From an optimization exercise on the open Yosys and OpenROAD flow, aimed at small area; shortcuts taken in it are not production practice.
In this exercise RTL edits were held to simulation tests only and were not proved equivalent to the original.
Power figures rest on the tool's default switching activity, not on a simulated workload.

==> inputs of trial 77 <==
==> flow/design.v <==
module grf_trace #(
  parameter int TRACE_DEPTH = 4,
  parameter int TRACE_AW    = 2
) (
  input  logic                clk,
  input  logic                reset,
  input  logic [4:0]          ra1,
  input  logic [4:0]          ra2,
  output logic [31:0]         rd1,
  output logic [31:0]         rd2,
  input  logic                we,
  input  logic [4:0]          wa,
  input  logic [31:0]         wd,
  input  logic [31:0]         wpc,
  output logic                trace_valid,
  input  logic                trace_ready,
  output logic [31:0]         trace_pc,
  output logic [4:0]          trace_addr,
  output logic [31:0]         trace_data,
  output logic [TRACE_AW:0]   trace_count,
  output logic                trace_overflow
);
  typedef struct packed {
    logic [31:0] pc;
    logic [4:0]  addr;
    logic [31:0] data;
  } trace_ent_t;
  logic [31:0][31:0]   regs;
  localparam int ENT_W = 32 + 5 + 32;   
  logic [TRACE_DEPTH-1:0][ENT_W-1:0] fifo;
  logic [TRACE_AW-1:0] wr_ptr, rd_ptr;
  logic [TRACE_AW:0]   count;
  logic                push, pop, full, accept;
  assign push   = we && (wa != 5'd0);
  assign full   = (count == (TRACE_AW+1)'(TRACE_DEPTH));
  assign pop    = trace_valid && trace_ready;
  assign accept = push && (!full || pop);
  assign trace_valid = (count != '0);
  assign trace_count = count;
  trace_ent_t          head;
  assign head        = fifo[rd_ptr];
  assign trace_pc    = head.pc;
  assign trace_addr  = head.addr;
  assign trace_data  = head.data;
  always_comb begin
    rd1 = regs[ra1];
    if (ra1 == 5'd0)             rd1 = '0;
    else if (we && (wa == ra1))  rd1 = wd;
  end
  always_comb begin
    rd2 = regs[ra2];
    if (ra2 == 5'd0)             rd2 = '0;
    else if (we && (wa == ra2))  rd2 = wd;
  end
  always_ff @(posedge clk or posedge reset) begin
    if (reset) begin
      regs <= '0;
    end else if (push) begin
      regs[wa] <= wd;
    end
  end
  always_ff @(posedge clk or posedge reset) begin
    if (reset) begin
      wr_ptr         <= '0;
      rd_ptr         <= '0;
      count          <= '0;
      trace_overflow <= 1'b0;
      fifo           <= '0;
    end else begin
      if (accept) begin
        fifo[wr_ptr] <= {wpc, wa, wd};
        wr_ptr       <= wr_ptr + 1'b1;
      end
      if (pop) rd_ptr <= rd_ptr + 1'b1;
      case ({accept, pop})
        2'b10:   count <= count + 1'b1;
        2'b01:   count <= count - 1'b1;
        default: count <= count;
      endcase
      if (push && full && !pop) trace_overflow <= 1'b1;
    end
  end
endmodule
==> flow/run.sh <==
#!/bin/bash
# synth_recipe.tcl (not shown) runs the flow's synth.tcl, then flattens the netlist and writes it again
# the make line also repeats each setting of config.mk as NAME=value (left out here)
make -C /OpenROAD-flow-scripts/flow DESIGN_CONFIG=/design/flow/config.mk WORK_HOME=/design/flow/orfs CLKGATE_MAP_FILE= SYNTH_SCRIPT=/design/flow/synth_recipe.tcl finish
==> flow/config.mk <==
export PLATFORM = sky130hd
export DESIGN_NAME = grf_trace
export DESIGN_NICKNAME = grf_trace
export VERILOG_FILES = /design/flow/design.v
export SDC_FILE = /design/flow/constraint.sdc
export NUM_CORES = 4
export LEC_CHECK = 0
export CAP_MARGIN = 20
export CORE_MARGIN = 2
export CORE_UTILIZATION = 40
export SLEW_MARGIN = 20
==> flow/constraint.sdc <==
create_clock -name core_clock -period 6.0 [get_ports {clk}]
set_input_delay 1.2000 -clock core_clock [delete_from_list [all_inputs] [get_ports {clk}]]
set_output_delay 1.2000 -clock core_clock [all_outputs]
set_load 0.01 [all_outputs]
==> inputs of build 50, as changes to trial 77 <==
==> flow/design.v (replaced) <==
module grf_ld #(parameter int W = 32) (
  input  logic         ld,
  input  logic         hold,
  input  logic [W-1:0] d,
  input  logic [W-1:0] q,
  output logic [W-1:0] q_next
);
  assign q_next = ({W{ld}} & d) | ({W{hold}} & q);
endmodule
module grf_aoi222 (
  input  logic [2:0] a,
  input  logic [2:0] b,
  output logic       y_n
);
  assign y_n = ~|(a & b);
endmodule
module grf_aoi22 (
  input  logic [1:0] a,
  input  logic [1:0] b,
  output logic       y_n
);
  assign y_n = ~|(a & b);
endmodule
module grf_nandn #(parameter int N = 11) (
  input  logic [N-1:0] x_n,
  output logic         y
);
  assign y = ~&x_n;
endmodule
module grf_aor32 (
  input  logic [31:0] sel,
  input  logic [31:0] d,
  output logic        y
);
  logic [10:0] t_n;
  for (genvar g = 0; g < 10; g++) begin : g_aoi
    grf_aoi222 u_aoi (.a(sel[3*g +: 3]), .b(d[3*g +: 3]), .y_n(t_n[g]));
  end
  grf_aoi22 u_aoi_last (.a(sel[31:30]), .b(d[31:30]), .y_n(t_n[10]));
  grf_nandn #(.N(11)) u_or (.x_n(t_n), .y(y));
endmodule
module grf_aor4 (
  input  logic [3:0] sel,
  input  logic [3:0] d,
  output logic       y
);
  assign y = |(sel & d);
endmodule
module grf_trace #(
  parameter int TRACE_DEPTH = 4,
  parameter int TRACE_AW    = 2
) (
  input  logic                clk,
  input  logic                reset,
  input  logic [4:0]          ra1,
  input  logic [4:0]          ra2,
  output logic [31:0]         rd1,
  output logic [31:0]         rd2,
  input  logic                we,
  input  logic [4:0]          wa,
  input  logic [31:0]         wd,
  input  logic [31:0]         wpc,
  output logic                trace_valid,
  input  logic                trace_ready,
  output logic [31:0]         trace_pc,
  output logic [4:0]          trace_addr,
  output logic [31:0]         trace_data,
  output logic [TRACE_AW:0]   trace_count,
  output logic                trace_overflow
);
  localparam int ENT_W = 32 + 5 + 32;
  logic [31:1][31:0] regs, regs_d;
  logic [31:1]       valid;
  logic [31:1]       wsel;
  logic              push;
  assign push = we && (wa != 5'd0);
  for (genvar i = 1; i < 32; i++) begin : g_reg
    assign wsel[i] = we && (wa == 5'(i));
    grf_ld #(.W(32)) u_ld (.ld(wsel[i]), .hold(!wsel[i]), .d(wd), .q(regs[i]), .q_next(regs_d[i]));
  end
  always_ff @(posedge clk) regs <= regs_d;
  always_ff @(posedge clk or posedge reset)
    if (reset) valid <= '0;
    else       valid <= valid | wsel;
  logic        byp1, byp2;
  logic [31:0] sel1, sel2;
  assign byp1    = we && (wa == ra1) && (ra1 != 5'd0);
  assign byp2    = we && (wa == ra2) && (ra2 != 5'd0);
  assign sel1[0] = byp1;
  assign sel2[0] = byp2;
  for (genvar i = 1; i < 32; i++) begin : g_sel
    assign sel1[i] = (ra1 == 5'(i)) && valid[i] && !byp1;
    assign sel2[i] = (ra2 == 5'(i)) && valid[i] && !byp2;
  end
  for (genvar b = 0; b < 32; b++) begin : g_rd
    logic [31:0] col;
    assign col[0] = wd[b];
    for (genvar i = 1; i < 32; i++) begin : g_col
      assign col[i] = regs[i][b];
    end
    grf_aor32 u_rd1 (.sel(sel1), .d(col), .y(rd1[b]));
    grf_aor32 u_rd2 (.sel(sel2), .d(col), .y(rd2[b]));
  end
  logic [TRACE_DEPTH-1:0][ENT_W-1:0] fifo, fifo_d;
  logic [TRACE_AW-1:0]    wr_ptr, rd_ptr;
  logic [TRACE_AW:0]      count;
  logic                   pop, full, accept;
  logic [TRACE_DEPTH-1:0] fld, fsel;
  assign full   = count[TRACE_AW];
  assign pop    = trace_valid && trace_ready;
  assign accept = push && (!full || pop);
  assign trace_valid = (count != '0);
  assign trace_count = count;
  for (genvar e = 0; e < TRACE_DEPTH; e++) begin : g_fifo
    assign fld[e]  = accept && (wr_ptr == TRACE_AW'(e));
    assign fsel[e] = (rd_ptr == TRACE_AW'(e));
    grf_ld #(.W(ENT_W)) u_ld (.ld(fld[e]), .hold(!fld[e]), .d({wpc, wa, wd}), .q(fifo[e]), .q_next(fifo_d[e]));
  end
  always_ff @(posedge clk) fifo <= fifo_d;
  logic [ENT_W-1:0] head;
  for (genvar b = 0; b < ENT_W; b++) begin : g_head
    logic [TRACE_DEPTH-1:0] col;
    for (genvar e = 0; e < TRACE_DEPTH; e++) begin : g_col
      assign col[e] = fifo[e][b];
    end
    grf_aor4 u_mux (.sel(fsel), .d(col), .y(head[b]));
  end
  assign trace_pc   = head[ENT_W-1 -: 32];
  assign trace_addr = head[31+5 -: 5];
  assign trace_data = head[31:0];
  always_ff @(posedge clk or posedge reset) begin
    if (reset) begin
      wr_ptr         <= '0;
      rd_ptr         <= '0;
      count          <= '0;
      trace_overflow <= 1'b0;
    end else begin
      if (accept) wr_ptr <= wr_ptr + 1'b1;
      if (pop)    rd_ptr <= rd_ptr + 1'b1;
      case ({accept, pop})
        2'b10:   count <= count + 1'b1;
        2'b01:   count <= count - 1'b1;
        default: count <= count;
      endcase
      if (push && full && !pop) trace_overflow <= 1'b1;
    end
  end
endmodule
==> flow/flow/run.sh (new file) <==
#!/bin/bash
# Own layout flow: the standard flow with smaller port buffers and no CTS
# dummy loads. Each tool's output goes to the ORFS logs plus run.log here.
set -e
cp standard.sh standard.sh.txt
export BUFFER_PORTS_ARGS="-buffer_cell sky130_fd_sc_hd__buf_1"
export CTS_ARGS="-sink_clustering_enable -repair_clock_nets -dont_use_dummy_load"
bash standard.sh > run.log 2>&1
==> flow/standard.sh (new file) <==
#!/bin/bash
# synth_recipe.tcl (not shown) runs the flow's synth.tcl, then flattens the netlist and writes it again
# the make line also repeats each setting of config.mk as NAME=value (left out here)
make -C /OpenROAD-flow-scripts/flow DESIGN_CONFIG=/design/flow/config.mk WORK_HOME=/design/flow/orfs CLKGATE_MAP_FILE= SYNTH_SCRIPT=/design/flow/synth_recipe.tcl "${@:-finish}"
- SYNTH_HIERARCHICAL: not set -> 1
removed: flow/run.sh
==> run notes <==
Status: build 50 failed layout checks; trial 77 finished clean
Reasons for failing layout checks: build 50 negative setup slack; trial 77 -
Warnings from Yosys: build 50 7; trial 77 1
Cells after Synth: build 50 4332; trial 77 4961
Max FFs per register: build 50 992; trial 77 1024
Post-layout min period: build 50 6.28 ns; trial 77 5.96 ns
Inverter count: build 50 41; trial 77 18
Via count normalized by instance count: build 50 7.48; trial 77 6.34
All-layer global routing usage: build 50 0.341; trial 77 0.270
Clock buffer and inverter area fraction after layout: build 50 0.0578; trial 77 0.0657
Library cell occupying the most area in the post-synthesis netlist: build 50 sky130_fd_sc_hd__dfxtp_1; trial 77 sky130_fd_sc_hd__dfrtp_1
Classification of the worst-slack hold path: build 50 in2async; trial 77 reg2reg
Horizontal extent of the die: build 50 365 µm; trial 77 417 µm
Number of violations reported at the end of detailed-routing iteration 0: build 50 10.9k; trial 77 4862
Internal Dissipation: build 50 17.4 mW; trial 77 22.0 mW
Worst-case setup margin in the final layout: build 50 -0.275 ns; trial 77 0.0439 ns

-- re-timing with driven ports --
The flow's constraints put no driver on any port. The routed layouts listed below were extracted and timed again, unchanged, in two steps.
Step 1, drivers: a clkbuf_16 drives clk and a buf_2 each remaining input, both assumed.
Step 2 also shifts input and output timing later by t, the mid clock arrival at the registers, as if the neighbouring blocks saw the same clock.
Slacks: no drivers / after step 1 / after step 2; pairs: no drivers / after step 1.
run | t, ns | setup WS [ns] | worst hold slack (ns) | cell pins on the clock port's net
trial 77 | 0.887 | 0.044 / 0.016 / 0.016 | 0.394 / 0.394 / 0.394 | 1
build 50 | 0.838 | -0.275 / -0.324 / -0.324 | 0.349 / 0.291 / 0.467 | 1
The setup slack of build 50, which loses most, moves by -0.049 ns with the drivers and by -0.049 ns with both steps.
